Background: an optimization exercise with open tools, aiming at small area. Do not read the settings as production practice.
RTL that was checked went through simulation tests only; none was proved equivalent to the original.
No functional check of the RTL was part of run 3.
Power figures rest on the tool's default switching activity, not on a simulated workload.

==> design/flow/design.v <==
package fifo_pkg;
  typedef logic [32-1:0] data_t;
  typedef logic [$clog2(16):0] count_t;
endpackage
package ntrpt_pkg;
  typedef logic [16-1:0] cause_t;
endpackage
module occupancy_counter (
  input  logic             clk,
  input  logic             reset,
  input  logic             push,
  input  logic             pop,
  output fifo_pkg::count_t count,
  output logic             push_ok,
  output logic             pop_ok
);
  logic is_full;
  logic is_empty;
  assign is_full  = (count == fifo_pkg::count_t'(16));
  assign is_empty = (count == '0);
  assign push_ok = push && (!is_full || (pop && !is_empty));
  assign pop_ok  = pop && !is_empty;
  always_ff @(posedge clk or posedge reset) begin
    if (reset) begin
      count <= '0;
    end else begin
      case ({push_ok, pop_ok})
        2'b10: begin
          count <= count + 1'b1;
        end
        2'b01: begin
          count <= count - 1'b1;
        end
        default: begin
          count <= count;
        end
      endcase
    end
  end
endmodule
module entry_shift_store (
  input  logic             clk,
  input  logic             reset,
  input  logic             push_ok,
  input  logic             pop_ok,
  input  fifo_pkg::data_t  din,
  input  fifo_pkg::count_t count,
  output fifo_pkg::data_t [16-1:0] entries
);
  fifo_pkg::data_t [16-1:0] shift_in;
  genvar i;
  generate
    for (i = 0; i < 16; i = i + 1) begin : g_entry
      logic clear_on_shift;
      logic clear_in_place;
      if (i == 0) begin : g_head
        assign shift_in[i] = din;
      end else begin : g_body
        assign shift_in[i] = entries[i-1];
      end
      assign clear_on_shift = pop_ok && (count == fifo_pkg::count_t'(i));
      assign clear_in_place = pop_ok && (count == fifo_pkg::count_t'(i + 1));
      always_ff @(posedge clk or posedge reset) begin
        if (reset) begin
          entries[i] <= '0;
        end else if (push_ok) begin
          if (clear_on_shift) begin
            entries[i] <= '0;
          end else begin
            entries[i] <= shift_in[i];
          end
        end else if (clear_in_place) begin
          entries[i] <= '0;
        end
      end
    end
  endgenerate
endmodule
module head_select_match (
  input  fifo_pkg::data_t [16-1:0] entries,
  input  fifo_pkg::count_t count,
  output fifo_pkg::data_t  dout,
  output logic             pndng,
  output logic             full,
  output logic             mtip
);
  logic [16-1:0] cause_hit;
  fifo_pkg::data_t        head_word;
  always_comb begin
    head_word = '0;
    for (int k = 0; k < 16; k++) begin
      if (count == fifo_pkg::count_t'(k + 1)) begin
        head_word = head_word | entries[k];
      end
    end
  end
  always_comb begin
    for (int k = 0; k < 16; k++) begin
      cause_hit[k] = (count > fifo_pkg::count_t'(k)) &&
                     (ntrpt_pkg::cause_t'(entries[k]) == ntrpt_pkg::cause_t'(16'h0080));
    end
  end
  assign dout  = head_word;
  assign pndng = (count != '0);
  assign full  = (count == fifo_pkg::count_t'(16));
  assign mtip  = |cause_hit;
endmodule
module ntrpt_cam_fifo (
  input  logic            clk,
  input  logic            reset,
  input  logic            push,
  input  logic            pop,
  input  fifo_pkg::data_t din,
  output fifo_pkg::data_t dout,
  output logic            pndng,
  output logic            full,
  output logic            mtip
);
  fifo_pkg::count_t count;
  logic             push_ok;
  logic             pop_ok;
  fifo_pkg::data_t [16-1:0] entries;
  occupancy_counter occupancy_i (
    .clk     (clk),
    .reset   (reset),
    .push    (push),
    .pop     (pop),
    .count   (count),
    .push_ok (push_ok),
    .pop_ok  (pop_ok)
  );
  entry_shift_store store_i (
    .clk     (clk),
    .reset   (reset),
    .push_ok (push_ok),
    .pop_ok  (pop_ok),
    .din     (din),
    .count   (count),
    .entries (entries)
  );
  head_select_match select_i (
    .entries (entries),
    .count   (count),
    .dout    (dout),
    .pndng   (pndng),
    .full    (full),
    .mtip    (mtip)
  );
endmodule
==> design/flow/run.sh <==
#!/bin/bash
# synth_recipe.tcl (not shown) runs the flow's synth.tcl, then flattens the netlist and writes it again
# the make line also repeats each setting of config.mk as NAME=value (left out here)
make -C /OpenROAD-flow-scripts/flow DESIGN_CONFIG=/design/flow/config.mk WORK_HOME=/design/flow/orfs CLKGATE_MAP_FILE= SYNTH_SCRIPT=/design/flow/synth_recipe.tcl finish
==> design/flow/config.mk <==
export PLATFORM = sky130hd
export DESIGN_NAME = ntrpt_cam_fifo
export DESIGN_NICKNAME = ntrpt_cam_fifo
export VERILOG_FILES = /design/flow/design.v
export SDC_FILE = /design/flow/constraint.sdc
export NUM_CORES = 4
export LEC_CHECK = 0
export CAP_MARGIN = 20
export CORE_MARGIN = 2
export CORE_UTILIZATION = 40
export SLEW_MARGIN = 20
==> design/flow/constraint.sdc <==
create_clock -name core_clock -period 7.0 [get_ports {clk}]
set_input_delay 1.4000 -clock core_clock [delete_from_list [all_inputs] [get_ports {clk}]]
set_output_delay 1.4000 -clock core_clock [all_outputs]
set_load 0.01 [all_outputs]
==> results of run 1 <==
## cells in the final DEF (no fill, tap or decap), types with 6 or more instances in the layout
cell type                         instances
sky130_fd_sc_hd__bufinv_16                7
sky130_fd_sc_hd__a22o_1                 255
sky130_fd_sc_hd__clkbuf_1                10
sky130_fd_sc_hd__a222oi_1                64
sky130_fd_sc_hd__ha_1                     6
sky130_fd_sc_hd__buf_4                   36
sky130_fd_sc_hd__clkdlybuf4s50_1         70
sky130_fd_sc_hd__nand3_1                329
sky130_fd_sc_hd__a21oi_1                  6
sky130_fd_sc_hd__a221oi_1                64
sky130_fd_sc_hd__clkinv_2                 8
sky130_fd_sc_hd__nand4_1                  9
sky130_fd_sc_hd__nor2_1                   9
sky130_fd_sc_hd__clkinvlp_4               7
sky130_fd_sc_hd__nand2_4                  8
sky130_fd_sc_hd__clkbuf_8                10
sky130_fd_sc_hd__nor4_1                  51
sky130_fd_sc_hd__o21ai_0                165
sky130_fd_sc_hd__nor4b_1                 16
sky130_fd_sc_hd__a22oi_1                 34
sky130_fd_sc_hd__o21ai_1                121
sky130_fd_sc_hd__clkbuf_16               54
sky130_fd_sc_hd__and4_1                  32
sky130_fd_sc_hd__dfrtp_1                517
sky130_fd_sc_hd__a21oi_4                 11
sky130_fd_sc_hd__nand2_1                268
## metrics by stage
stage          util [%]  setup slack [ns]
6_report          44.91             1.084
4_1_cts           44.91             1.138
3_5_place_dp      41.68             1.790
2_1_floorplan         -            -1.422
5_1_grt           44.91            0.9501
3_3_place_gp      41.68             1.894
## final cells by class
cell class                      instances  area [sq um]
Fill cell                            5565         32390
Sequential cell                       517         12940
Multi-Input combinational cell       1497          9527
Clock buffer                           74          1526
Timing Repair Buffer                  110          1042
Tap cell                              773         967.2
Clock inverter                         27         369.1
Inverter                                7         37.54
## how the worst min path moves through the flow
stage	start	to	slack (ns)	cells past startpoint
6_report	store_i.entries[508]	store_i.entries[508]	0.51	1
2_1_floorplan	store_i.entries[496]	store_i.entries[496]	0.47	1
4_1_cts	store_i.entries[508]	store_i.entries[508]	0.51	1
3_5_place_dp	store_i.entries[508]	store_i.entries[508]	0.50	1
5_1_grt	store_i.entries[502]	store_i.entries[502]	0.53	1
3_3_place_gp	store_i.entries[511]	store_i.entries[511]	0.49	1
## power by group through the flow
stage	Combinational, mW	Sequential [mW]	Clock, mW
finish	3.09	5.15	3.10
global placement	2.95	5.10	0
floorplan	1.98	4.53	0
global route	3.29	5.20	3.23
CTS	3.01	5.06	3.13
detailed placement	3.01	5.10	0
## routing by layer
layer  part of all wire [%]  wire [microns]  GRT usage (%)  up-vias
li1                       -               -              -     8457
met3                     13           11800          9.148      329
met4                    4.8            4500          14.23        0
met1                     40           37520          42.24    10369
met2                     42           39380          43.17     1454
met5                      0               0              0        -
## critical path, stage by stage (launching register included)
cell and delay (ns):
sky130_fd_sc_hd__dfrtp_1 0.90, sky130_fd_sc_hd__inv_1 0.32, sky130_fd_sc_hd__ha_2 0.55, sky130_fd_sc_hd__nor4b_1 0.64, sky130_fd_sc_hd__nand4_1 0.18, sky130_fd_sc_hd__o41ai_1 0.41
sky130_fd_sc_hd__a221oi_1 0.17, sky130_fd_sc_hd__nand4_1 0.14, sky130_fd_sc_hd__clkdlybuf4s50_1 0.58
## cells in the mapped netlist, types with 3 or more instances
master | count | share of area, %
sky130_fd_sc_hd__dfrtp_1 | 517 | 55
sky130_fd_sc_hd__a2111oi_0 | 3 | 0.11
sky130_fd_sc_hd__nor4bb_1 | 4 | 0.17
sky130_fd_sc_hd__nor3_1 | 3 | 0.063
sky130_fd_sc_hd__buf_6 | 29 | 1.4
sky130_fd_sc_hd__nor4_1 | 51 | 1.3
sky130_fd_sc_hd__nand2_4 | 7 | 0.33
sky130_fd_sc_hd__a22o_1 | 255 | 9.4
sky130_fd_sc_hd__and3_1 | 4 | 0.11
sky130_fd_sc_hd__buf_2 | 79 | 1.7
sky130_fd_sc_hd__nand3_1 | 329 | 7.0
sky130_fd_sc_hd__ha_1 | 7 | 0.37
sky130_fd_sc_hd__nor4b_1 | 16 | 0.59
sky130_fd_sc_hd__a222oi_1 | 64 | 2.7
sky130_fd_sc_hd__buf_4 | 44 | 1.4
sky130_fd_sc_hd__xnor2_1 | 3 | 0.11
sky130_fd_sc_hd__a221oi_1 | 64 | 2.4
sky130_fd_sc_hd__nand2_1 | 268 | 4.2
sky130_fd_sc_hd__nand4_1 | 9 | 0.24
sky130_fd_sc_hd__a21oi_1 | 6 | 0.13
sky130_fd_sc_hd__clkbuf_1 | 66 | 1.0
sky130_fd_sc_hd__nand2_2 | 3 | 0.079
sky130_fd_sc_hd__and4_1 | 33 | 1.2
sky130_fd_sc_hd__o21ai_0 | 165 | 3.5
sky130_fd_sc_hd__a21oi_4 | 9 | 0.62
sky130_fd_sc_hd__buf_1 | 5 | 0.079
sky130_fd_sc_hd__nor2_1 | 9 | 0.14
sky130_fd_sc_hd__o21ai_1 | 121 | 2.6
sky130_fd_sc_hd__a22oi_1 | 34 | 1.1
sky130_fd_sc_hd__inv_1 | 5 | 0.079
## cell families after synthesis
family	count (synthesis)
xor+xnor	4
flops	517
buf+inv	231
simple gates	754
fa+ha+maj	7
compound gates	730
mux	2
## registers in the layout, summed over array words and instances, names as in the netlist
signal and flops:
store_i.entries 512, occupancy_i.count 5
==> metrics.cfg, run 1 <==
[outcome]
run_status = timing/DRC/antenna clean

[logic_synthesis]
synth_compound_area_share_pct = 22.77
ys_dominant_reg_cell = sky130_fd_sc_hd__dfrtp_1
synth_warnings = 3
syn-mean-instance-area_sq_um = 10.55
yosys.area_share.simple_pct = 16.28
synth.mux.area_fraction_pct = 0.08450
synth_sequential_area_ratio_pct = 54.61
ys_types = 55
async_flop_share_pct = 100.0
synth-xor-area-share_pct = 0.1479
syn-cell-area_sq_um = 23690
synth-seq-cells = 517
netlist_instances = 2245
combinational_family_with_the_most_area_after_synthesis = compound AO/OA/AOI/OAI gates
synth_fa_ha_area_share_pct = 0.3697
mapped_nets = 2288
synth-edff-count = 0

[clocking]
clkLatencyLatePin_ns = 0.64
holdBufCountCts = 0
numClockSinks = 517
cts_max_path_buffers = 3
post_cts.resized_instances = 0
postCtsSetupBuffers = 0
maximum_level_of_the_cts_h_tree = 2
clk_transition_reported_paths_ns = 0.06
cts_inserted_buffers = 54
clock_tree.root_cell = sky130_fd_sc_hd__clkbuf_16
tritoncts = built

[timing]
layout_min_cycle_time_ns = 5.916
report.final.setup_viol = 0
clock_skew_ns = 0.02854
relSlewSlack_pct = 20.55
max_freq_ghz = 0.1690
finalMaxSlewViolations = 0
final.setup.tns_ns = 0
grt_setup_unrepaired = no
actual_transition_at_the_worst_max_transition_pin_ns = 1.188
timing.hold.ws_ns = 0.5138
timing_hold_violations_final = 0
finalCritPeriodShare_pct = 84.51

[finish]
number_of_standard_cells_in_the_layout_taps_in_and_fillers_out = 3005
finalInstanceArea_sq_um = 26410
final_net_count = 2230
layout-drive-gt1-share_pct = 7.885
syn2layout_area_growth_pct = 11.47
antenna_cells = 0

[placed_design]
placed_standard_cell_area_sq_um = 24510
place_hpwl_microns = 55820
place_congestion = 0.9949
number_of_port_buffers = 70
dp.cells = 2904

[global_routing]
grt_first_pass_wirelength_microns = 137300
antenna_found_initial = 1
via_count_of_the_first_global_routing_pass = 20049
grt_remaining_overflow = 0
grt_max_degree = 136
global_routing_usage_summed_across_all_routing_layers_pct = 30.33

[setup_path]
critical_path.reg2reg.startpoint = occupancy_i.count[1]
arrival_time_of_the_worst_setup_path_ns = 4.52
worstRegToRegCells = 8
critPathCapture = mtip
cp_max_fo = 21
cp-startpoint = occupancy_i.count[4]
critical_path.reg2reg.endpoint = store_i.entries[54]
worstPathRequired_ns = 5.60
timing.critical_path.to_type = primary output
setup.reg_to_reg.worst_slack_ns = 2.34
crit_path_start_kind = flop
worst-setup-path-type = reg -> out

[power_and_ir_drop]
share_comb_of_total_power_pct = 27.3
power_leakage_nw = 11.35
power_switching_share_pct = 39.29
power_frac_seq_pct = 45.4
power.ir.vdd_worst_mv = 0.1973
p_switching_mw = 4.454
design_power_total_mw = 11.34
cellInternalPower_mw = 6.882
powerDensity_nw_per_um2 = 429.3
clockPowerShare_pct = 27.4

[die]
ios = 71
fp.dieArea_sq_um = 61190
core_region_area_sq_um = 58800
chipWidth_microns = 247.4
floorplan_row_count = 89
die_height_microns = 247.4
initial_util_pct = 40.29

[drt]
post-route-drc-count = 0
post_drt_wl_per_cell_microns = 31.02
vias_per_cell = 6.858
drt_pass1_iterations = 9
drt_wl_total_microns = 93200
postRouteAntennaNets = 0
detailroute.via_count = 20609
dr.first_iter.drc_count = 3094

[worst_hold_path]
hold_class = reg -> reg

[flow_run]
max_cap_viol_count = 0

==> run 2: changes to the inputs <==
--- a/design/flow/design.v
+++ b/design/flow/design.v
@@ -47,36 +47,18 @@
   input  fifo_pkg::count_t count,
   output fifo_pkg::data_t [16-1:0] entries
 );
-  fifo_pkg::data_t [16-1:0] shift_in;
-  genvar i;
-  generate
-    for (i = 0; i < 16; i = i + 1) begin : g_entry
-      logic clear_on_shift;
-      logic clear_in_place;
-      if (i == 0) begin : g_head
-        assign shift_in[i] = din;
-      end else begin : g_body
-        assign shift_in[i] = entries[i-1];
-      end
-      assign clear_on_shift = pop_ok && (count == fifo_pkg::count_t'(i));
-      assign clear_in_place = pop_ok && (count == fifo_pkg::count_t'(i + 1));
-      always_ff @(posedge clk or posedge reset) begin
-        if (reset) begin
-          entries[i] <= '0;
-        end else if (push_ok) begin
-          if (clear_on_shift) begin
-            entries[i] <= '0;
-          end else begin
-            entries[i] <= shift_in[i];
-          end
-        end else if (clear_in_place) begin
-          entries[i] <= '0;
-        end
-      end
+  always_ff @(posedge clk) begin
+    if (push_ok) begin
+      entries <= {entries[16-2:0], din};
     end
-  endgenerate
+  end
 endmodule
 module head_select_match (
+  input  logic             clk,
+  input  logic             reset,
+  input  logic             push_ok,
+  input  logic             pop_ok,
+  input  fifo_pkg::data_t  din,
   input  fifo_pkg::data_t [16-1:0] entries,
   input  fifo_pkg::count_t count,
   output fifo_pkg::data_t  dout,
@@ -84,8 +66,10 @@
   output logic             full,
   output logic             mtip
 );
-  logic [16-1:0] cause_hit;
-  fifo_pkg::data_t        head_word;
+  fifo_pkg::data_t  head_word;
+  fifo_pkg::count_t hits;
+  logic             hit_in;
+  logic             hit_out;
   always_comb begin
     head_word = '0;
     for (int k = 0; k < 16; k++) begin
@@ -94,16 +78,23 @@
       end
     end
   end
-  always_comb begin
-    for (int k = 0; k < 16; k++) begin
-      cause_hit[k] = (count > fifo_pkg::count_t'(k)) &&
-                     (ntrpt_pkg::cause_t'(entries[k]) == ntrpt_pkg::cause_t'(16'h0080));
+  assign hit_in  = (ntrpt_pkg::cause_t'(din) == ntrpt_pkg::cause_t'(16'h0080));
+  assign hit_out = (ntrpt_pkg::cause_t'(head_word) == ntrpt_pkg::cause_t'(16'h0080));
+  always_ff @(posedge clk or posedge reset) begin
+    if (reset) begin
+      hits <= '0;
+    end else begin
+      case ({push_ok && hit_in, pop_ok && hit_out})
+        2'b10:   hits <= hits + 1'b1;
+        2'b01:   hits <= hits - 1'b1;
+        default: hits <= hits;
+      endcase
     end
   end
   assign dout  = head_word;
   assign pndng = (count != '0);
   assign full  = (count == fifo_pkg::count_t'(16));
-  assign mtip  = |cause_hit;
+  assign mtip  = (hits != '0);
 endmodule
 module ntrpt_cam_fifo (
   input  logic            clk,
@@ -139,6 +130,11 @@
     .entries (entries)
   );
   head_select_match select_i (
+    .clk     (clk),
+    .reset   (reset),
+    .push_ok (push_ok),
+    .pop_ok  (pop_ok),
+    .din     (din),
     .entries (entries),
     .count   (count),
     .dout    (dout),
--- a/design/flow/config.mk
+++ b/design/flow/config.mk
@@ -7,5 +7,5 @@
 export LEC_CHECK = 0
 export CAP_MARGIN = 20
 export CORE_MARGIN = 2
-export CORE_UTILIZATION = 40
+export CORE_UTILIZATION = 70
 export SLEW_MARGIN = 20
==> run 2 against run 1 <==
Effect of this change:
- maximum frequency increased by 8.0%
- total power is 24% lower
- worst hold slack worse by 0.076 ns
- critical path depth unchanged
- setup slack gained 0.44 ns
- sequential cell count rose by 5
- combinational power decreased by 28%
- still clean
- via count is 47% lower
- sequential power is 23% lower
==> metrics.cfg, run 2 <==
[finish]
max_ffs_per_register = 512  ; unchanged
biggestRegsByFlops = store_i.entries: 512 flops, occupancy_i.count: 5 flops, select_i.hits: 5 flops  ; was store_i.entries: 512 flops, occupancy_i.count: 5 flops
fillerInstances = 1391  ; was 5565
most-common-layout-cells = sky130_fd_sc_hd__edfxtp_1 (512), sky130_fd_sc_hd__a22oi_1 (138), sky130_fd_sc_hd__clkdlybuf4s50_1 (70)  ; was sky130_fd_sc_hd__dfrtp_1 (517), sky130_fd_sc_hd__nand3_1 (329), sky130_fd_sc_hd__nand2_1 (268)
commonest_non_fill_non_tap_cell_in_the_layout = sky130_fd_sc_hd__edfxtp_1  ; was sky130_fd_sc_hd__dfrtp_1
syn2layout_area_growth_pct = 13.64  ; was 11.47%
finalInstanceArea_sq_um = 22030  ; was 26410 sq um
final_net_count = 1188  ; was 2230
antenna_cells = 0  ; unchanged
footprint_of_the_multi_input_gates_sq_um = 3521  ; was 9527 sq um
register_bank_with_the_most_flops = store_i.entries  ; unchanged
layout-drive-gt1-share_pct = 10.19  ; was 7.885%
seqCellArea_sq_um = 15630  ; was 12940 sq um

[clocking]
clock_tree.root_cell = sky130_fd_sc_hd__clkbuf_16  ; unchanged
cts_max_path_buffers = 3  ; unchanged
postCtsSetupBuffers = 0  ; unchanged
cts_inserted_buffers = 49  ; was 54
tritoncts = built  ; unchanged
clk_transition_reported_paths_ns = 0.06  ; about the same
post_cts.resized_instances = 0  ; unchanged
maximum_level_of_the_cts_h_tree = 2  ; unchanged
clkLatencyLatePin_ns = 0.56  ; was 0.64 ns
holdBufCountCts = 0  ; unchanged
numClockSinks = 522  ; was 517

[logic_synthesis]
synth_top_area_share_pct = 79.31  ; was 54.61%
synth_warnings = 3  ; unchanged
mapped_nets = 1109  ; was 2288
synth-edff-count = 512  ; was 0
ys_types = 58  ; was 55
synth-seq-cells = 522  ; was 517
ys_dominant_reg_cell = sky130_fd_sc_hd__edfxtp_1  ; was sky130_fd_sc_hd__dfrtp_1
yosys.area.top_type = sky130_fd_sc_hd__edfxtp_1  ; was sky130_fd_sc_hd__dfrtp_1
synth_sequential_area_ratio_pct = 80.60  ; was 54.61%
syn-cell-area_sq_um = 19380  ; was 23690 sq um
post-synth-top-count-cell = sky130_fd_sc_hd__edfxtp_1  ; was sky130_fd_sc_hd__dfrtp_1
netlist_instances = 1061  ; was 2245
async_flop_share_pct = 1.916  ; was 100.0%
syn-mean-instance-area_sq_um = 18.27  ; was 10.55 sq um
synth_area_leaders = sky130_fd_sc_hd__edfxtp_1 (79%), sky130_fd_sc_hd__a22oi_1 (5.3%), sky130_fd_sc_hd__a222oi_1 (1.5%)  ; was sky130_fd_sc_hd__dfrtp_1 (55%), sky130_fd_sc_hd__a22o_1 (9.4%), sky130_fd_sc_hd__nand3_1 (7.0%)
post_synth_most_frequent_cells = sky130_fd_sc_hd__edfxtp_1 (512), sky130_fd_sc_hd__a22oi_1 (138), sky130_fd_sc_hd__nand2_1 (52), sky130_fd_sc_hd__clkbuf_1 (37), sky130_fd_sc_hd__a222oi_1 (29)  ; was sky130_fd_sc_hd__dfrtp_1 (517), sky130_fd_sc_hd__nand3_1 (329), sky130_fd_sc_hd__nand2_1 (268), sky130_fd_sc_hd__a22o_1 (255), sky130_fd_sc_hd__o21ai_0 (165)

[timing]
report.final.setup_viol = 0  ; unchanged
finalMaxSlewViolations = 0  ; unchanged
clock_skew_ns = 0.01954  ; was 0.02854 ns
timing_hold_violations_final = 0  ; unchanged
layout_min_cycle_time_ns = 5.477  ; was 5.916 ns
actual_transition_at_the_worst_max_transition_pin_ns = 1.144  ; was 1.188 ns
finalCritPeriodShare_pct = 78.24  ; was 84.51%
final.setup.tns_ns = 0  ; unchanged
grt_setup_unrepaired = no  ; unchanged
max_freq_ghz = 0.1826  ; was 0.1690 GHz
relSlewSlack_pct = 23.73  ; was 20.55%

[drt]
post_drt_wl_per_cell_microns = 28.38  ; was 31.02 microns
vias_per_cell = 7.066  ; was 6.858
postRouteAntennaNets = 0  ; unchanged
drt_wl_total_microns = 43990  ; was 93200 microns
dr.first_iter.drc_count = 1655  ; was 3094
drt_pass1_iterations = 5  ; was 9
post-route-drc-count = 0  ; unchanged
detailroute.via_count = 10952  ; was 20609

[die]
initial_util_pct = 71.53  ; was 40.29%
core_region_area_sq_um = 27100  ; was 58800 sq um
floorplan_row_count = 60  ; was 89
die_height_microns = 170.4  ; was 247.4 microns
chipWidth_microns = 170.4  ; was 247.4 microns
fp.dieArea_sq_um = 29040  ; was 61190 sq um
ios = 71  ; unchanged

[power_and_ir_drop]
powerDensity_nw_per_um2 = 392.9  ; was 429.3 nW/um^2
power.ir.vdd_worst_mv = 0.3764  ; was 0.1973 mV
power_leakage_nw = 7.415  ; was 11.35 nW

[worst_hold_path]
hold_class = reg -> reg  ; unchanged

[setup_path]
arrival_time_of_the_worst_setup_path_ns = 4.08  ; was 4.52 ns
critical-path-max-stage-delay_ns = 0.92  ; was 0.90 ns
cp_max_fo = 18  ; was 21
cp.buffers_inverters = 3  ; was 2
worst-setup-path-type = reg -> out  ; unchanged
crit_family = buffers and inverters  ; was simple AND/OR/NAND/NOR gates
crit_path_cell_trace = buf_4 -> and3_1 -> ha_1 -> buf_4 -> a222oi_1 -> and3_1 -> nand2_1 -> clkdlybuf4s50_1  ; was inv_1 -> ha_2 -> nor4b_1 -> nand4_1 -> o41ai_1 -> a221oi_1 -> nand4_1 -> clkdlybuf4s50_1
crit_path_start_kind = flop  ; unchanged
worst_path_max_delay_cell = sky130_fd_sc_hd__ha_1  ; was sky130_fd_sc_hd__dfrtp_1
worstPathRequired_ns = 5.60  ; about the same
timing.critical_path.to_type = primary output  ; unchanged

[global_routing]
grt_remaining_overflow = 0  ; unchanged
via_count_of_the_first_global_routing_pass = 10670  ; was 20049
antenna_found_initial = 0  ; was 1
grt_first_pass_wirelength_microns = 65430  ; was 137300 microns
grt_max_degree = 206  ; was 136
global_routing_usage_summed_across_all_routing_layers_pct = 30.84  ; was 30.33%

[flow_run]
max_cap_viol_count = 0  ; unchanged

[placed_design]
placed_standard_cell_area_sq_um = 20560  ; was 24510 sq um
place_hpwl_microns = 24850  ; was 55820 microns
place_congestion = 0.8634  ; was 0.9949
number_of_port_buffers = 70  ; unchanged

[outcome]
run_status = timing/DRC/antenna clean  ; unchanged

run 2: final timing paths:
kind                                 startpoint              endpoint  cells after the start  slack (ns)
max in group asynchronous                 reset  occupancy_i.count[3]                      2        5.51
hold reg to reg            store_i.entries[139]  store_i.entries[171]                      0        0.44
setup / recovery           occupancy_i.count[2]               dout[9]                      8        1.52
setup reg to reg           occupancy_i.count[0]      select_i.hits[4]                     17        2.02
hold / removal             store_i.entries[139]  store_i.entries[171]                      0        0.44
min in group asynchronous                 reset  occupancy_i.count[0]                      2        1.16
run 2: final cells by class:
| type | instances | share of cell area, % |
|---|---|---|
| Clock buffer | 68 | 6.083 |
| Clock inverter | 21 | 0.5736 |
| Inverter | 11 | 0.2045 |
| Multi-Input combinational cell | 462 | 15.98 |
| Sequential cell | 522 | 70.93 |
| Tap cell | 372 | 2.113 |
| Timing Repair Buffer | 94 | 4.112 |
run 2: cell families after synthesis:
kind of cell	share of synthesized area, %
DFF	80.60
AOI/OAI and AO/OA	10.52
and+or+nand+nor	4.847
buffers and inverters	1.801
muxes	1.007
adders and majority gates	0.8133
xor gates and xnor gates	0.4066
run 2: worst register-to-register path, delay by kind of cell (launching register included):
| kind | cells | cell delay (ns) |
|---|---|---|
| adder cells (fa/ha/maj) | 4 | 1.53 |
| buffers and inverters | 2 | 0.12 |
| AND/OR/NAND/NOR | 5 | 1.81 |
| AO/OA/AOI/OAI | 4 | 0.69 |
| XOR/XNOR | 2 | 0.30 |
| flip-flops | 1 | 0.44 |
run 2: routing by layer:
layer / up-vias / share of wire, % / routed length (microns) / track usage [%]
met4: 0 / 2.8 / 1221 / 10.22
met3: 104 / 11 / 4660 / 5.674
met1: 5475 / 39 / 17220 / 46.03
met2: 766 / 47 / 20900 / 47.26
li1: 4607 / - / - / -
met5: - / 0 / 0 / 0
run 2: through the flow:
| stage | hold slack [ns] | util, % | setup slack [ns] | instances | power (mW) |
|---|---|---|---|---|---|
| after floorplan | 0.4187 | - | -3.252 | 1061 | 5.205 |
| after global placement | 0.4249 | 75.88 | 2.261 | 1461 | 6.163 |
| after detailed placement | 0.4316 | 75.88 | 2.112 | 1461 | 6.203 |
| after CTS | 0.4410 | 81.29 | 1.552 | 1550 | 8.654 |
| after global routing | 0.4438 | 81.29 | 1.402 | 1550 | 8.942 |
| final | 0.4379 | 81.29 | 1.523 | 1550 | 8.656 |
run 2: where the power goes:
part,leakage (nW),switching [mW],internal [mW],total [mW]
Combinational,1.56,1.29,0.928,2.22
Sequential,5.13,0.178,3.80,3.98
Clock,0.719,1.09,1.37,2.46
==> run 3: changes to the inputs <==
--- a/design/flow/design.v
+++ b/design/flow/design.v
@@ -20,21 +20,15 @@
   assign is_empty = (count == '0);
   assign push_ok = push && (!is_full || (pop && !is_empty));
   assign pop_ok  = pop && !is_empty;
+  logic up;
+  logic down;
+  assign up   = push_ok && !pop_ok;
+  assign down = pop_ok && !push_ok;
   always_ff @(posedge clk or posedge reset) begin
     if (reset) begin
       count <= '0;
     end else begin
-      case ({push_ok, pop_ok})
-        2'b10: begin
-          count <= count + 1'b1;
-        end
-        2'b01: begin
-          count <= count - 1'b1;
-        end
-        default: begin
-          count <= count;
-        end
-      endcase
+      count <= count + {{($bits(count)-1){down}}, up || down};
     end
   end
 endmodule
@@ -70,31 +64,80 @@
   fifo_pkg::count_t hits;
   logic             hit_in;
   logic             hit_out;
+  logic [16-1:0] head_sel;
   always_comb begin
-    head_word = '0;
     for (int k = 0; k < 16; k++) begin
-      if (count == fifo_pkg::count_t'(k + 1)) begin
-        head_word = head_word | entries[k];
-      end
+      head_sel[k] = (count == fifo_pkg::count_t'(k + 1));
     end
   end
+  head_mux mux_i (
+    .sel     (head_sel),
+    .entries (entries),
+    .word    (head_word)
+  );
   assign hit_in  = (ntrpt_pkg::cause_t'(din) == ntrpt_pkg::cause_t'(16'h0080));
   assign hit_out = (ntrpt_pkg::cause_t'(head_word) == ntrpt_pkg::cause_t'(16'h0080));
+  logic hit_up;
+  logic hit_down;
+  assign hit_up   = push_ok && hit_in && !(pop_ok && hit_out);
+  assign hit_down = pop_ok && hit_out && !(push_ok && hit_in);
   always_ff @(posedge clk or posedge reset) begin
     if (reset) begin
       hits <= '0;
     end else begin
-      case ({push_ok && hit_in, pop_ok && hit_out})
-        2'b10:   hits <= hits + 1'b1;
-        2'b01:   hits <= hits - 1'b1;
-        default: hits <= hits;
-      endcase
+      hits <= hits + {{($bits(hits)-1){hit_down}}, hit_up || hit_down};
     end
   end
   assign dout  = head_word;
   assign pndng = (count != '0);
   assign full  = (count == fifo_pkg::count_t'(16));
   assign mtip  = (hits != '0);
+endmodule
+module head_mux (
+  input  logic [16-1:0]            sel,
+  input  fifo_pkg::data_t [16-1:0] entries,
+  output fifo_pkg::data_t                   word
+);
+  localparam int NG = (16 + 2) / 3;
+  fifo_pkg::data_t [NG-1:0] part_n;
+  genvar g;
+  generate
+    for (g = 0; g < NG; g = g + 1) begin : g_grp
+      if (3 * g + 2 < 16) begin : g_three
+        sel3_nor grp_i (
+          .sel (sel[3*g+2:3*g]),
+          .a   (entries[3*g]),
+          .b   (entries[3*g+1]),
+          .c   (entries[3*g+2]),
+          .y_n (part_n[g])
+        );
+      end else begin : g_rest
+        always_comb begin
+          part_n[g] = '1;
+          for (int k = 3 * g; k < 16; k++) begin
+            part_n[g] = part_n[g] & ~({32{sel[k]}} & entries[k]);
+          end
+        end
+      end
+    end
+  endgenerate
+  always_comb begin
+    word = '0;
+    for (int k = 0; k < NG; k++) begin
+      word = word | ~part_n[k];
+    end
+  end
+endmodule
+module sel3_nor (
+  input  logic [2:0]      sel,
+  input  fifo_pkg::data_t a,
+  input  fifo_pkg::data_t b,
+  input  fifo_pkg::data_t c,
+  output fifo_pkg::data_t y_n
+);
+  assign y_n = ~(({32{sel[0]}} & a) |
+                 ({32{sel[1]}} & b) |
+                 ({32{sel[2]}} & c));
 endmodule
 module ntrpt_cam_fifo (
   input  logic            clk,
==> design/flow/flow/run.sh (new file) <==
#!/bin/bash
# Standard ORFS layout, with two changes: the port buffers are the
# smallest buffer cell, and clock-tree synthesis uses clkbuf_8 clusters
# without dummy loads. The make output goes to flow_make.log here; each
# ORFS step also keeps its own log under orfs/logs/.
set -euo pipefail
export BUFFER_PORTS_ARGS="-buffer_cell sky130_fd_sc_hd__buf_1"
export CTS_ARGS="-sink_clustering_enable -repair_clock_nets -dont_use_dummy_load -buf_list sky130_fd_sc_hd__clkbuf_8 -sink_clustering_size 18 -sink_clustering_max_diameter 50"
bash standard.sh finish > flow_make.log 2>&1
==> design/flow/standard.sh (new file) <==
#!/bin/bash
# synth_recipe.tcl (not shown) runs the flow's synth.tcl, then flattens the netlist and writes it again
# the make line also repeats each setting of config.mk as NAME=value (left out here)
make -C /OpenROAD-flow-scripts/flow DESIGN_CONFIG=/design/flow/config.mk WORK_HOME=/design/flow/orfs CLKGATE_MAP_FILE= SYNTH_SCRIPT=/design/flow/synth_recipe.tcl "${@:-finish}"
--- a/design/flow/config.mk
+++ b/design/flow/config.mk
@@ -9,3 +9,4 @@
 export CORE_MARGIN = 2
 export CORE_UTILIZATION = 70
 export SLEW_MARGIN = 20
+export SYNTH_HIERARCHICAL = 1
removed: design/flow/run.sh
==> run 3 against run 2 <==
Effect of this change:
- still clean on timing, DRC and antenna
- design area fell by 9.8%
- critical path type is now reg -> reg
- first-iteration DRC count rose by 37%
- clock skew rose by 0.036 ns
- highest routed layer unchanged
- largest cell class unchanged
==> metrics.cfg, run 3 <==
[outcome]
run_status = timing/DRC/antenna clean  ; unchanged

[finish]
fillerInstances = 1468  ; was 1391
biggestRegsByFlops = store_i.entries: 512 flops, occupancy_i.count: 5 flops, select_i.hits: 5 flops  ; unchanged
max_ffs_per_register = 512  ; unchanged
commonest_non_fill_non_tap_cell_in_the_layout = sky130_fd_sc_hd__edfxtp_1  ; unchanged
seqCellArea_sq_um = 15630  ; about the same
footprint_of_the_multi_input_gates_sq_um = 2766  ; was 3521 sq um
finalInstanceArea_sq_um = 19880  ; was 22030 sq um
antenna_cells = 0  ; unchanged
layout-drive-gt1-share_pct = 8.509  ; was 10.19%
layout.core_utilization_pct = 75.85  ; was 81.29%
syn2layout_area_growth_pct = 5.723  ; was 13.64%
most-common-layout-cells = sky130_fd_sc_hd__edfxtp_1 (512), sky130_fd_sc_hd__a222oi_1 (160), sky130_fd_sc_hd__buf_1 (70)  ; was sky130_fd_sc_hd__edfxtp_1 (512), sky130_fd_sc_hd__a22oi_1 (138), sky130_fd_sc_hd__clkdlybuf4s50_1 (70)
register_bank_with_the_most_flops = store_i.entries  ; unchanged
final_net_count = 1048  ; was 1188

[logic_synthesis]
post-synth-top-count-cell = sky130_fd_sc_hd__edfxtp_1  ; unchanged
synth-seq-cells = 522  ; unchanged
async_flop_share_pct = 1.916  ; unchanged
synth-edff-count = 512  ; unchanged
syn-cell-area_sq_um = 18800  ; was 19380 sq um
synth_warnings = 10  ; was 3
netlist_instances = 914  ; was 1061
ys_dominant_reg_cell = sky130_fd_sc_hd__edfxtp_1  ; unchanged
synth_top_area_share_pct = 81.77  ; was 79.31%
syn-mean-instance-area_sq_um = 20.57  ; was 18.27 sq um
mapped_nets = 961  ; was 1109
synth_sequential_area_ratio_pct = 83.10  ; was 80.60%
yosys.area.top_type = sky130_fd_sc_hd__edfxtp_1  ; unchanged
ys_types = 33  ; was 58
synth_area_leaders = sky130_fd_sc_hd__edfxtp_1 (82%), sky130_fd_sc_hd__a222oi_1 (8.5%), sky130_fd_sc_hd__buf_6 (2.0%)  ; was sky130_fd_sc_hd__edfxtp_1 (79%), sky130_fd_sc_hd__a22oi_1 (5.3%), sky130_fd_sc_hd__a222oi_1 (1.5%)
post_synth_most_frequent_cells = sky130_fd_sc_hd__edfxtp_1 (512), sky130_fd_sc_hd__a222oi_1 (160), sky130_fd_sc_hd__nand2_1 (36), sky130_fd_sc_hd__nand4_1 (34), sky130_fd_sc_hd__buf_6 (33)  ; was sky130_fd_sc_hd__edfxtp_1 (512), sky130_fd_sc_hd__a22oi_1 (138), sky130_fd_sc_hd__nand2_1 (52), sky130_fd_sc_hd__clkbuf_1 (37), sky130_fd_sc_hd__a222oi_1 (29)

[timing]
grt_setup_unrepaired = no  ; unchanged
finalCritPeriodShare_pct = 71.55  ; was 78.24%
final.setup.tns_ns = 0  ; unchanged
timing.hold.ws_ns = 0.4292  ; was 0.4379 ns
layout_min_cycle_time_ns = 5.008  ; was 5.477 ns
report.final.setup_viol = 0  ; unchanged
finalMaxSlewViolations = 0  ; unchanged
timing_hold_violations_final = 0  ; unchanged
max_freq_ghz = 0.1997  ; was 0.1826 GHz
actual_transition_at_the_worst_max_transition_pin_ns = 1.151  ; was 1.144 ns
clock_skew_ns = 0.05527  ; was 0.01954 ns
relSlewSlack_pct = 22.93  ; was 23.73%

[setup_path]
cp_max_fo = 19  ; was 18
worst-setup-path-type = reg -> reg  ; was reg -> out
arrival_time_of_the_worst_setup_path_ns = 5.48  ; was 4.08 ns
timing.critical_path.to_type = flop  ; was primary output
crit_path_start_kind = flop  ; unchanged
crit_path_cell_trace = or3b_2 -> nor2_2 -> buf_4 -> a222oi_1 -> and3_1 -> nand4_1 -> nor4b_1 -> nand4_1 -> nor4b_1 -> ha_1 -> inv_1 -> ha_1 -> fa_1 -> a21o_1 -> a21oi_1 -> xnor2_1  ; was buf_4 -> and3_1 -> ha_1 -> buf_4 -> a222oi_1 -> and3_1 -> nand2_1 -> clkdlybuf4s50_1
worst_path_max_delay_cell = sky130_fd_sc_hd__or3b_2  ; was sky130_fd_sc_hd__ha_1
critical-path-max-stage-delay_ns = 0.60  ; was 0.92 ns
worstPathRequired_ns = 7.47  ; was 5.60 ns
cp.buffers_inverters = 2  ; was 3
crit_family = simple AND/OR/NAND/NOR gates  ; was buffers and inverters

[clocking]
holdBufCountCts = 0  ; unchanged
maximum_level_of_the_cts_h_tree = 2  ; unchanged
numClockSinks = 522  ; unchanged
cts_inserted_buffers = 39  ; was 49
post_cts.resized_instances = 0  ; unchanged
postCtsSetupBuffers = 0  ; unchanged
clk_transition_reported_paths_ns = 0.10  ; was 0.06 ns
cts_max_path_buffers = 3  ; unchanged
clkLatencyLatePin_ns = 0.57  ; was 0.56 ns
tritoncts = built  ; unchanged
clock_tree.root_cell = sky130_fd_sc_hd__clkbuf_8  ; was sky130_fd_sc_hd__clkbuf_16

[die]
chipWidth_microns = 167.9  ; was 170.4 microns
ios = 71  ; unchanged
core_region_area_sq_um = 26210  ; was 27100 sq um
fp.dieArea_sq_um = 28190  ; was 29040 sq um
die_height_microns = 167.9  ; was 170.4 microns
initial_util_pct = 71.75  ; was 71.53%
floorplan_row_count = 59  ; was 60

[power_and_ir_drop]
power_frac_seq_pct = 58.9  ; was 46.0%
share_comb_of_total_power_pct = 21.2  ; was 25.6%
power_leakage_nw = 6.413  ; was 7.415 nW
power.ir.vdd_worst_mv = 0.2077  ; was 0.3764 mV
clockPowerShare_pct = 20.0  ; was 28.4%
cellInternalPower_mw = 4.829  ; was 6.100 mW
p_switching_mw = 2.024  ; was 2.556 mW
powerDensity_nw_per_um2 = 344.7  ; was 392.9 nW/um^2
power_switching_share_pct = 29.53  ; about the same

[drt]
vias_per_cell = 7.543  ; was 7.066
detailroute.via_count = 10062  ; was 10952
drt_pass1_iterations = 6  ; was 5
drt_wl_total_microns = 39860  ; was 43990 microns
post_drt_wl_per_cell_microns = 29.88  ; was 28.38 microns
postRouteAntennaNets = 0  ; unchanged
post-route-drc-count = 0  ; unchanged
dr.first_iter.drc_count = 2264  ; was 1655

[global_routing]
via_count_of_the_first_global_routing_pass = 10079  ; was 10670
grt_first_pass_wirelength_microns = 60130  ; was 65430 microns
antenna_found_initial = 0  ; unchanged
grt_remaining_overflow = 0  ; unchanged
global_routing_usage_summed_across_all_routing_layers_pct = 28.57  ; was 30.84%
grt_max_degree = 214  ; was 206

[flow_run]
max_cap_viol_count = 0  ; unchanged

[placed_design]
placed_standard_cell_area_sq_um = 19330  ; was 20560 sq um
place_congestion = 0.8478  ; was 0.8634
place_hpwl_microns = 23070  ; was 24850 microns
number_of_port_buffers = 70  ; unchanged

[worst_hold_path]
hold_class = reg -> reg  ; unchanged

==> run 3: logic make-up after synthesis <==
kind of cell | Yosys count | synth area share (%)
AOI/OAI and AO/OA | 171 | 8.884
xor gates and xnor gates | 7 | 0.3261
adders and majority gates | 11 | 0.8119
buffers and inverters | 57 | 2.555
DFF | 522 | 83.10
and+or+nand+nor | 146 | 4.319
==> run 3: through the flow <==
stage	cells	setup slack, ns	power [mW]
floorplan	914	0.1606	4.954
global placement	1295	2.139	5.467
detailed placement	1295	2.033	5.525
CTS	1334	2.021	6.863
global route	1334	1.730	7.115
finish	1334	1.992	6.853
==> run 3: path summary, 6_finish.rpt <==
check / from / to / slack [ns] / cells past startpoint
min in group asynchronous: reset / occupancy_i.count[1] / 0.72 / 2
min reg2reg: store_i.entries[190] / store_i.entries[222] / 0.43 / 0
max in group asynchronous: reset / select_i.hits[1] / 6.05 / 2
min: store_i.entries[190] / store_i.entries[222] / 0.43 / 0
max: occupancy_i.count[4] / select_i.hits[4] / 1.99 / 16
max reg2reg: occupancy_i.count[4] / select_i.hits[4] / 1.99 / 16
==> run 3: layout make-up <==
type | count | area share [%]
flip-flops and latches | 522 | 78.61
multi-input cells | 335 | 13.92
clock buffers | 39 | 2.700
repair buffers | 94 | 2.499
well taps | 335 | 2.109
inverters | 9 | 0.1700
==> run 3: routing by layer <==
metal	track usage (%)	share of wire (%)
met5	0	0
met4	8.053	2.5
met3	4.725	12
met2	45.81	48
met1	41.98	38
==> run 3: power by group through the flow <==
stage                     Sequential [mW]  Clock [mW]  Combinational, mW
after global routing                 4.07        1.51               1.54
after floorplan                      4.03           0              0.920
after detailed placement             4.09           0               1.43
final                                4.03        1.37               1.45
after CTS                            4.03        1.39               1.44
after global placement               4.07           0               1.40
==> run 3: modules after synthesis, one instance, submodules excluded, excerpt <==
module | flip-flops and latches | times used | cells inside | cell area (sq um)
occupancy_counter | 5 | 1 | 36 | 354.1
head_mux | 0 | 1 | 99 | 554.3
head_select_match | 5 | 1 | 62 | 504.2
entry_shift_store | 512 | 1 | 512 | 15370
sel3_nor | 0 | 5 | 41 | 402.9
==> run 4: changes to the inputs <==
--- a/design/flow/design.v
+++ b/design/flow/design.v
@@ -28,7 +28,7 @@
     if (reset) begin
       count <= '0;
     end else begin
-      count <= count + {{($bits(count)-1){down}}, up || down};
+      count <= count + {{$clog2(16){down}}, up || down};
     end
   end
 endmodule
@@ -85,7 +85,7 @@
     if (reset) begin
       hits <= '0;
     end else begin
-      hits <= hits + {{($bits(hits)-1){hit_down}}, hit_up || hit_down};
+      hits <= hits + {{$clog2(16){hit_down}}, hit_up || hit_down};
     end
   end
   assign dout  = head_word;
--- a/design/flow/config.mk
+++ b/design/flow/config.mk
@@ -7,6 +7,6 @@
 export LEC_CHECK = 0
 export CAP_MARGIN = 20
 export CORE_MARGIN = 2
-export CORE_UTILIZATION = 70
+export CORE_UTILIZATION = 85
 export SLEW_MARGIN = 20
 export SYNTH_HIERARCHICAL = 1
==> run 4 against run 3 <==
Effect of this change:
- clock power fell by 3%
- design area fell by 0.77%
- non-clock buffer count did not move
- global-route usage rose by 7.7 points
- maximum frequency fell by 4.9%
- via count rose by 4.2%
- critical path type unchanged
- clock-buffer cell count fell by 3
- synthesized cell count did not move
- setup slack got worse by 0.26 ns
- sequential power barely moved
- synthesized area did not move
==> metrics.cfg, run 4 <==
[outcome]
run_status = timing/DRC/antenna clean  ; unchanged

[global_routing]
antenna_found_initial = 1  ; was 0
grt_max_degree = 189  ; was 214
via_count_of_the_first_global_routing_pass = 10607  ; was 10079
grt_first_pass_wirelength_microns = 62560  ; was 60130 microns
global_routing_usage_summed_across_all_routing_layers_pct = 36.26  ; was 28.57%
grt_remaining_overflow = 0  ; unchanged

[logic_synthesis]
netlist_instances = 914  ; unchanged
synth_sequential_area_ratio_pct = 83.10  ; unchanged
synth_area_leaders = sky130_fd_sc_hd__edfxtp_1 (82%), sky130_fd_sc_hd__a222oi_1 (8.5%), sky130_fd_sc_hd__buf_6 (2.0%)  ; unchanged
post-synth-top-count-cell = sky130_fd_sc_hd__edfxtp_1  ; unchanged
syn-mean-instance-area_sq_um = 20.57  ; unchanged
syn-cell-area_sq_um = 18800  ; unchanged
ys_types = 33  ; unchanged
synth-seq-cells = 522  ; unchanged
mapped_nets = 961  ; unchanged
synth_top_area_share_pct = 81.77  ; unchanged
async_flop_share_pct = 1.916  ; unchanged
synth_warnings = 10  ; unchanged
yosys.area.top_type = sky130_fd_sc_hd__edfxtp_1  ; unchanged
post_synth_most_frequent_cells = sky130_fd_sc_hd__edfxtp_1 (512), sky130_fd_sc_hd__a222oi_1 (160), sky130_fd_sc_hd__nand2_1 (36), sky130_fd_sc_hd__nand4_1 (34), sky130_fd_sc_hd__buf_6 (33)  ; unchanged
ys_dominant_reg_cell = sky130_fd_sc_hd__edfxtp_1  ; unchanged
synth-edff-count = 512  ; unchanged

[drt]
postRouteAntennaNets = 0  ; unchanged
vias_per_cell = 8.217  ; was 7.543
post-route-drc-count = 0  ; unchanged
drt_wl_total_microns = 42450  ; was 39860 microns
dr.first_iter.drc_count = 2219  ; was 2264
drt_pass1_iterations = 9  ; was 6
detailroute.via_count = 10485  ; was 10062
post_drt_wl_per_cell_microns = 33.27  ; was 29.88 microns

[flow_run]
max_cap_viol_count = 0  ; unchanged

[placed_design]
placed_standard_cell_area_sq_um = 19220  ; was 19330 sq um
place_congestion = 0.8728  ; was 0.8478
dp.cells = 1240  ; was 1295
number_of_port_buffers = 70  ; unchanged
place_hpwl_microns = 25090  ; was 23070 microns

[setup_path]
crit_path_start_kind = flop  ; unchanged
arrival_time_of_the_worst_setup_path_ns = 5.75  ; was 5.48 ns
cp_max_fo = 23  ; was 19
timing.critical_path.to_type = flop  ; unchanged
worstPathRequired_ns = 7.49  ; was 7.47 ns
worst-setup-path-type = reg -> reg  ; unchanged

[finish]
syn2layout_area_growth_pct = 4.904  ; was 5.723%
most-common-layout-cells = sky130_fd_sc_hd__edfxtp_1 (512), sky130_fd_sc_hd__a222oi_1 (160), sky130_fd_sc_hd__buf_1 (70)  ; unchanged
final_net_count = 1045  ; was 1048
seqCellArea_sq_um = 15630  ; unchanged
antenna_cells = 0  ; unchanged
footprint_of_the_multi_input_gates_sq_um = 2760  ; was 2766 sq um
layout-drive-gt1-share_pct = 8.233  ; was 8.509%
commonest_non_fill_non_tap_cell_in_the_layout = sky130_fd_sc_hd__edfxtp_1  ; unchanged
number_of_standard_cells_in_the_layout_taps_in_and_fillers_out = 1276  ; was 1334
register_bank_with_the_most_flops = store_i.entries  ; unchanged
finalInstanceArea_sq_um = 19720  ; was 19880 sq um
max_ffs_per_register = 512  ; unchanged
biggestRegsByFlops = store_i.entries: 512 flops, occupancy_i.count: 5 flops, select_i.hits: 5 flops  ; unchanged
fillerInstances = 712  ; was 1468

[clocking]
clock_tree.root_cell = sky130_fd_sc_hd__clkbuf_8  ; unchanged
cts_inserted_buffers = 36  ; was 39
maximum_level_of_the_cts_h_tree = 2  ; unchanged
tritoncts = built  ; unchanged
numClockSinks = 522  ; unchanged
post_cts.resized_instances = 0  ; unchanged
clkLatencyLatePin_ns = 0.56  ; was 0.57 ns
clk_transition_reported_paths_ns = 0.10  ; about the same
postCtsSetupBuffers = 0  ; unchanged
holdBufCountCts = 0  ; unchanged
cts_max_path_buffers = 3  ; unchanged

[timing]
layout_min_cycle_time_ns = 5.267  ; was 5.008 ns
finalCritPeriodShare_pct = 75.25  ; was 71.55%
finalMaxSlewViolations = 0  ; unchanged
clock_skew_ns = 0.02704  ; was 0.05527 ns
timing_hold_violations_final = 0  ; unchanged
final.setup.tns_ns = 0  ; unchanged
actual_transition_at_the_worst_max_transition_pin_ns = 1.242  ; was 1.151 ns
timing.hold.ws_ns = 0.4409  ; was 0.4292 ns
report.final.setup_viol = 0  ; unchanged
relSlewSlack_pct = 17.10  ; was 22.93%
max_freq_ghz = 0.1898  ; was 0.1997 GHz
grt_setup_unrepaired = no  ; unchanged

[die]
die_height_microns = 152.7  ; was 167.9 microns
fp.dieArea_sq_um = 23320  ; was 28190 sq um
initial_util_pct = 86.42  ; was 71.75%
chipWidth_microns = 152.7  ; was 167.9 microns
ios = 71  ; unchanged
floorplan_row_count = 54  ; was 59
core_region_area_sq_um = 21760  ; was 26210 sq um

[power_and_ir_drop]
powerDensity_nw_per_um2 = 348.7  ; was 344.7 nW/um^2
power_leakage_nw = 6.378  ; was 6.413 nW
power.ir.vdd_worst_mv = 0.2739  ; was 0.2077 mV

[worst_hold_path]
hold_class = reg -> reg  ; unchanged

[run 4: cell types whose count changed in the layout (fill, tap and decap cells not counted), sizes merged]
cell    previous run  this run
clkbuf            39        36
[run 4: cell type report]
class / count / share of cell area (%)
multi-input combinational: 335 / 13.99
inverter: 9 / 0.1713
sequential: 522 / 79.22
tap: 280 / 1.776
timing repair buffer: 94 / 2.328
clock buffer: 36 / 2.512
[run 4: path summary, 6_finish.rpt]
path	from	end	slack (ns)	cells after the start
max in group asynchronous	reset	select_i.hits[2]	6.01	2
min	store_i.entries[476]	store_i.entries[508]	0.44	0
min reg2reg	store_i.entries[476]	store_i.entries[508]	0.44	0
min in group asynchronous	reset	occupancy_i.count[0]	0.78	2
max reg2reg	occupancy_i.count[4]	select_i.hits[4]	1.73	16
max	occupancy_i.count[4]	select_i.hits[4]	1.73	16
[run 4: per-stage QoR]
| step | power, mW | worst slack, ns | util [%] |
|---|---|---|---|
| after floorplan | 4.954 | 0.1606 | - |
| after global placement | 5.410 | 2.380 | 88.37 |
| after detailed placement | 5.539 | 1.895 | 88.37 |
| after CTS | 6.825 | 1.860 | 90.64 |
| after global routing | 7.048 | 1.540 | 90.66 |
| final | 6.878 | 1.733 | 90.66 |
[run 4: layer usage]
| metal | up-vias | share of wire [%] | routed length, microns | global-route usage, % |
|---|---|---|---|---|
| li1 | 4166 | - | - | - |
| met3 | 189 | 15 | 6505 | 7.736 |
| met2 | 1120 | 48 | 20560 | 57.16 |
| met4 | 0 | 5.0 | 2134 | 19.22 |
| met1 | 5010 | 31 | 13250 | 49.36 |
| met5 | - | 0 | 0 | 0 |
[run 4: modules after synthesis (local to each module, per instance), excerpt]
module,times used,cell area (sq um),flip-flops and latches
entry_shift_store,1,15370,512
head_mux,1,554.3,0
head_select_match,1,504.2,5
occupancy_counter,1,354.1,5
sel3_nor,5,402.9,0
[run 4: logic make-up (layout without fill, tap and decap cells)]
family / count (synthesis) / count (layout) / share of synthesized area, %
buffers and inverters: 57 / 139 / 2.555
DFF: 522 / 522 / 83.10
and+or+nand+nor: 146 / 146 / 4.319
adders and majority gates: 11 / 11 / 0.8119
xor gates and xnor gates: 7 / 7 / 0.3261
AOI/OAI and AO/OA: 171 / 171 / 8.884
[run 4: where the power goes]
part | switching [mW] | total, mW | internal (mW)
registers | 0.221 | 4.05 | 3.83
clock network | 0.862 | 1.33 | 0.466
logic | 1.01 | 1.50 | 0.492
total | 2.09 | 6.88 | 4.79
[run 4: worst max-delay path: stages (launching register included)]
cell	delay, ns
sky130_fd_sc_hd__dfrtp_1	0.52
sky130_fd_sc_hd__or3b_2	0.57
sky130_fd_sc_hd__nor2_2	0.63
sky130_fd_sc_hd__buf_4	0.50
sky130_fd_sc_hd__a222oi_1	0.19
sky130_fd_sc_hd__and3_1	0.24
sky130_fd_sc_hd__nand4_1	0.12
sky130_fd_sc_hd__nor4b_1	0.29
sky130_fd_sc_hd__nand4_1	0.22
sky130_fd_sc_hd__nor4b_1	0.38
sky130_fd_sc_hd__ha_1	0.21
sky130_fd_sc_hd__inv_1	0.07
sky130_fd_sc_hd__ha_1	0.23
sky130_fd_sc_hd__fa_1	0.44
sky130_fd_sc_hd__a21o_1	0.20
sky130_fd_sc_hd__a21oi_1	0.21
sky130_fd_sc_hd__xnor2_1	0.15
==> run 5: changes to the inputs <==
--- a/design/flow/config.mk
+++ b/design/flow/config.mk
@@ -7,6 +7,6 @@
 export LEC_CHECK = 0
 export CAP_MARGIN = 20
 export CORE_MARGIN = 2
-export CORE_UTILIZATION = 85
+export CORE_UTILIZATION = 70
 export SLEW_MARGIN = 20
 export SYNTH_HIERARCHICAL = 1
==> run 5 against run 4 <==
Effect of this change:
- sequential share of layout area decreased by 0.61 points
- sequential cell count unchanged
- critical path depth did not move
- still clean
- synthesized cell count stayed put
- combinational power shrank 3%
- sequential power barely moved
- critical path type unchanged
- wire length shrank 6.1%
- register-to-register slack improved by 0.26 ns
- clock-buffer cell count grew 3
- first-iteration DRC count is 2.0% higher
==> metrics.cfg, run 5 <==
[die]
ios = 71  ; unchanged
fp.dieArea_sq_um = 28190  ; was 23320 sq um
die_height_microns = 167.9  ; was 152.7 microns
core_region_area_sq_um = 26210  ; was 21760 sq um
initial_util_pct = 71.75  ; was 86.42%
floorplan_row_count = 59  ; was 54
chipWidth_microns = 167.9  ; was 152.7 microns

[finish]
layout.core_utilization_pct = 75.85  ; was 90.66%
max_ffs_per_register = 512  ; unchanged
layout-drive-gt1-share_pct = 8.509  ; was 8.233%
syn2layout_area_growth_pct = 5.723  ; was 4.904%
commonest_non_fill_non_tap_cell_in_the_layout = sky130_fd_sc_hd__edfxtp_1  ; unchanged
antenna_cells = 0  ; unchanged
most-common-layout-cells = sky130_fd_sc_hd__edfxtp_1 (512), sky130_fd_sc_hd__a222oi_1 (160), sky130_fd_sc_hd__buf_1 (70)  ; unchanged
register_bank_with_the_most_flops = store_i.entries  ; unchanged
fillerInstances = 1468  ; was 712
final_net_count = 1048  ; was 1045
biggestRegsByFlops = store_i.entries: 512 flops, occupancy_i.count: 5 flops, select_i.hits: 5 flops  ; unchanged

[setup_path]
cp_max_fo = 19  ; was 23
setup.reg_to_reg.worst_slack_ns = 1.99  ; was 1.73 ns
critical_path.reg2reg.endpoint = select_i.hits[4]  ; unchanged
worstRegToRegCells = 16  ; unchanged
crit_path_start_kind = flop  ; unchanged
worst-setup-path-type = reg -> reg  ; unchanged
critPathCapture = select_i.hits[4]  ; unchanged
cp-startpoint = occupancy_i.count[4]  ; unchanged
worstPathRequired_ns = 7.47  ; was 7.49 ns
critical_path.reg2reg.startpoint = occupancy_i.count[4]  ; unchanged
timing.critical_path.to_type = flop  ; unchanged
arrival_time_of_the_worst_setup_path_ns = 5.48  ; was 5.75 ns

[logic_synthesis]
yosys.area_share.simple_pct = 4.319  ; unchanged
synth_top_area_share_pct = 81.77  ; unchanged
synth-seq-cells = 522  ; unchanged
synth-xor-area-share_pct = 0.3261  ; unchanged
async_flop_share_pct = 1.916  ; unchanged
post-synth-top-count-cell = sky130_fd_sc_hd__edfxtp_1  ; unchanged
netlist_instances = 914  ; unchanged
synth_fa_ha_area_share_pct = 0.8119  ; unchanged
post_synth_most_frequent_cells = sky130_fd_sc_hd__edfxtp_1 (512), sky130_fd_sc_hd__a222oi_1 (160), sky130_fd_sc_hd__nand2_1 (36), sky130_fd_sc_hd__nand4_1 (34), sky130_fd_sc_hd__buf_6 (33)  ; unchanged
synth-edff-count = 512  ; unchanged
mapped_nets = 961  ; unchanged
syn-mean-instance-area_sq_um = 20.57  ; unchanged
synth_area_leaders = sky130_fd_sc_hd__edfxtp_1 (82%), sky130_fd_sc_hd__a222oi_1 (8.5%), sky130_fd_sc_hd__buf_6 (2.0%)  ; unchanged
synth.mux.area_fraction_pct = 0  ; unchanged
combinational_family_with_the_most_area_after_synthesis = compound AO/OA/AOI/OAI gates  ; unchanged
yosys.area.top_type = sky130_fd_sc_hd__edfxtp_1  ; unchanged
syn-cell-area_sq_um = 18800  ; unchanged
synth_warnings = 10  ; unchanged
synth_compound_area_share_pct = 8.884  ; unchanged
synth_sequential_area_ratio_pct = 83.10  ; unchanged
ys_types = 33  ; unchanged
ys_dominant_reg_cell = sky130_fd_sc_hd__edfxtp_1  ; unchanged

[power_and_ir_drop]
power.ir.vdd_worst_mv = 0.2077  ; was 0.2739 mV
powerDensity_nw_per_um2 = 344.7  ; was 348.7 nW/um^2
power_leakage_nw = 6.413  ; was 6.378 nW

[placed_design]
place_hpwl_microns = 23070  ; was 25090 microns
place_congestion = 0.8478  ; was 0.8728
number_of_port_buffers = 70  ; unchanged

[global_routing]
grt_first_pass_wirelength_microns = 60130  ; was 62560 microns
grt_max_degree = 214  ; was 189
antenna_found_initial = 0  ; was 1
via_count_of_the_first_global_routing_pass = 10079  ; was 10607
global_routing_usage_summed_across_all_routing_layers_pct = 28.57  ; was 36.26%
grt_remaining_overflow = 0  ; unchanged

[timing]
grt_setup_unrepaired = no  ; unchanged
timing_hold_violations_final = 0  ; unchanged
finalMaxSlewViolations = 0  ; unchanged
actual_transition_at_the_worst_max_transition_pin_ns = 1.151  ; was 1.242 ns
relSlewSlack_pct = 22.93  ; was 17.10%
clock_skew_ns = 0.05527  ; was 0.02704 ns
final.setup.tns_ns = 0  ; unchanged
finalCritPeriodShare_pct = 71.55  ; was 75.25%
layout_min_cycle_time_ns = 5.008  ; was 5.267 ns
max_freq_ghz = 0.1997  ; was 0.1898 GHz
report.final.setup_viol = 0  ; unchanged

[clocking]
clkLatencyLatePin_ns = 0.57  ; was 0.56 ns
numClockSinks = 522  ; unchanged
post_cts.resized_instances = 0  ; unchanged
clock_tree.root_cell = sky130_fd_sc_hd__clkbuf_8  ; unchanged
clk_transition_reported_paths_ns = 0.10  ; about the same
holdBufCountCts = 0  ; unchanged
maximum_level_of_the_cts_h_tree = 2  ; unchanged
cts_inserted_buffers = 39  ; was 36
tritoncts = built  ; unchanged
postCtsSetupBuffers = 0  ; unchanged
cts_max_path_buffers = 3  ; unchanged

[drt]
post_drt_wl_per_cell_microns = 29.88  ; was 33.27 microns
drt_pass1_iterations = 6  ; was 9
dr.first_iter.drc_count = 2264  ; was 2219
detailroute.via_count = 10062  ; was 10485
drt_wl_total_microns = 39860  ; was 42450 microns
post-route-drc-count = 0  ; unchanged
vias_per_cell = 7.543  ; was 8.217
postRouteAntennaNets = 0  ; unchanged

[worst_hold_path]
hold_class = reg -> reg  ; unchanged

[flow_run]
max_cap_viol_count = 0  ; unchanged

[outcome]
run_status = timing/DRC/antenna clean  ; unchanged

[run 5: cell types whose count changed in the layout (fill, tap and decap cells not counted)]
cell,previous run,this run
sky130_fd_sc_hd__buf_12,1,4
sky130_fd_sc_hd__clkbuf_8,36,39
sky130_fd_sc_hd__nor3b_4,0,1
sky130_fd_sc_hd__nor3b_2,2,1
sky130_fd_sc_hd__buf_4,22,19
[run 5: critical path: stages, from the launching register on]
cell                       delay [ns]
sky130_fd_sc_hd__dfrtp_1         0.53
sky130_fd_sc_hd__or3b_2          0.60
sky130_fd_sc_hd__nor2_2          0.60
sky130_fd_sc_hd__buf_4           0.43
sky130_fd_sc_hd__a222oi_1        0.16
sky130_fd_sc_hd__and3_1          0.21
sky130_fd_sc_hd__nand4_1         0.13
sky130_fd_sc_hd__nor4b_1         0.29
sky130_fd_sc_hd__nand4_1         0.22
sky130_fd_sc_hd__nor4b_1         0.38
sky130_fd_sc_hd__ha_1            0.17
sky130_fd_sc_hd__inv_1           0.04
sky130_fd_sc_hd__ha_1            0.20
sky130_fd_sc_hd__fa_1            0.43
sky130_fd_sc_hd__a21o_1          0.20
sky130_fd_sc_hd__a21oi_1         0.18
sky130_fd_sc_hd__xnor2_1         0.15
[run 5: kinds of logic after synthesis]
kind of cell,Yosys count
compound gates,171
xor+xnor,7
fa+ha+maj,11
buf+inv,57
simple gates,146
flops,522
[run 5: how the worst min path moves through the flow]
stage                               startpoint                    to  slack, ns  cells after the start
final                     store_i.entries[190]  store_i.entries[222]       0.43                      0
after global routing      store_i.entries[190]  store_i.entries[222]       0.43                      0
after CTS                 store_i.entries[190]  store_i.entries[222]       0.43                      0
after detailed placement   store_i.entries[26]   store_i.entries[58]       0.43                      0
after global placement    store_i.entries[247]  store_i.entries[279]       0.43                      0
after floorplan           store_i.entries[126]  store_i.entries[158]       0.43                      0
[run 5: layer usage]
metal  track usage, %  vias up  wire length, microns
met1            41.98     5044                 15010
met2            45.81      759                 18980
met3            4.725       79                  4871
met4            8.053        0                   996
li1                 -     4180                     -
met5                0        -                     0
[run 5: metrics by stage]
| stage | worst slack [ns] | area (sq um) | cells | power [mW] | hold slack (ns) |
|---|---|---|---|---|---|
| 2_1_floorplan | 0.1606 | 18810 | 914 | 4.954 | 0.4252 |
| 3_3_place_gp | 2.139 | 19330 | 1295 | 5.467 | 0.4305 |
| 3_5_place_dp | 2.033 | 19330 | 1295 | 5.525 | 0.4321 |
| 4_1_cts | 2.021 | 19870 | 1334 | 6.863 | 0.4289 |
| 5_1_grt | 1.730 | 19880 | 1334 | 7.115 | 0.4320 |
| 6_report | 1.992 | 19880 | 1334 | 6.853 | 0.4292 |
[run 5: Yosys stat by module (local to each module, per instance), a selection]
module             cells  flops+latches  cell area, sq um  copies in the design
entry_shift_store    512            512             15370                     1
sel3_nor              41              0             402.9                     5
head_select_match     62              5             504.2                     1
head_mux              99              0             554.3                     1
occupancy_counter     36              5             354.1                     1
[run 5: power breakdown]
group,total [mW],switching [mW],internal (mW)
Clock,1.37,0.866,0.503
Combinational,1.45,0.952,0.499
Sequential,4.03,0.205,3.83
[run 5: layout make-up]
type / count / area, sq um / share of cell area (%)
sequential: 522 / 15630 / 78.61
multi-input combinational: 335 / 2766 / 13.92
timing repair buffer: 94 / 496.7 / 2.499
tap: 335 / 419.2 / 2.109
inverter: 9 / 33.78 / 0.1700
clock buffer: 39 / 536.8 / 2.700

==> what the ideal ports hide <==
Ports are ideal in the flow. The routed layouts listed here were re-timed in OpenROAD.
Step 1 sets driving cells, clkbuf_16 on the clock port and buf_2 on the other inputs (assumed; they add their load-dependent delay and slew).
Step 2, shift: input delay + t, output delay - t, t = (earliest + latest rising clock arrival at the registers) / 2. This alone moves slack from input paths to output paths.
Three values: ideal ports, drivers, drivers and shift; two values: the first two.
run | shift t [ns] | setup WS [ns] | worst hold slack (ns) | worst setup path at the end | slew at the worst register clock pin (ns)
run 1 | 0.683 | 1.084 / 1.027 / 1.710 | 0.514 / 0.514 / 0.514 | register to output | 0.07 / 0.07
run 2 | 0.599 | 1.523 / 1.472 / 2.025 | 0.438 / 0.438 / 0.438 | register to register | 0.06 / 0.06
run 3 | 0.595 | 1.992 / 1.992 / 1.992 | 0.429 / 0.429 / 0.429 | register to register | 0.11 / 0.11
run 4 | 0.591 | 1.733 / 1.733 / 1.733 | 0.441 / 0.441 / 0.441 | register to register | 0.11 / 0.11
run 5 | 0.595 | 1.992 / 1.992 / 1.992 | 0.429 / 0.429 / 0.429 | register to register | 0.11 / 0.11
After both steps every run listed still meets setup and hold.
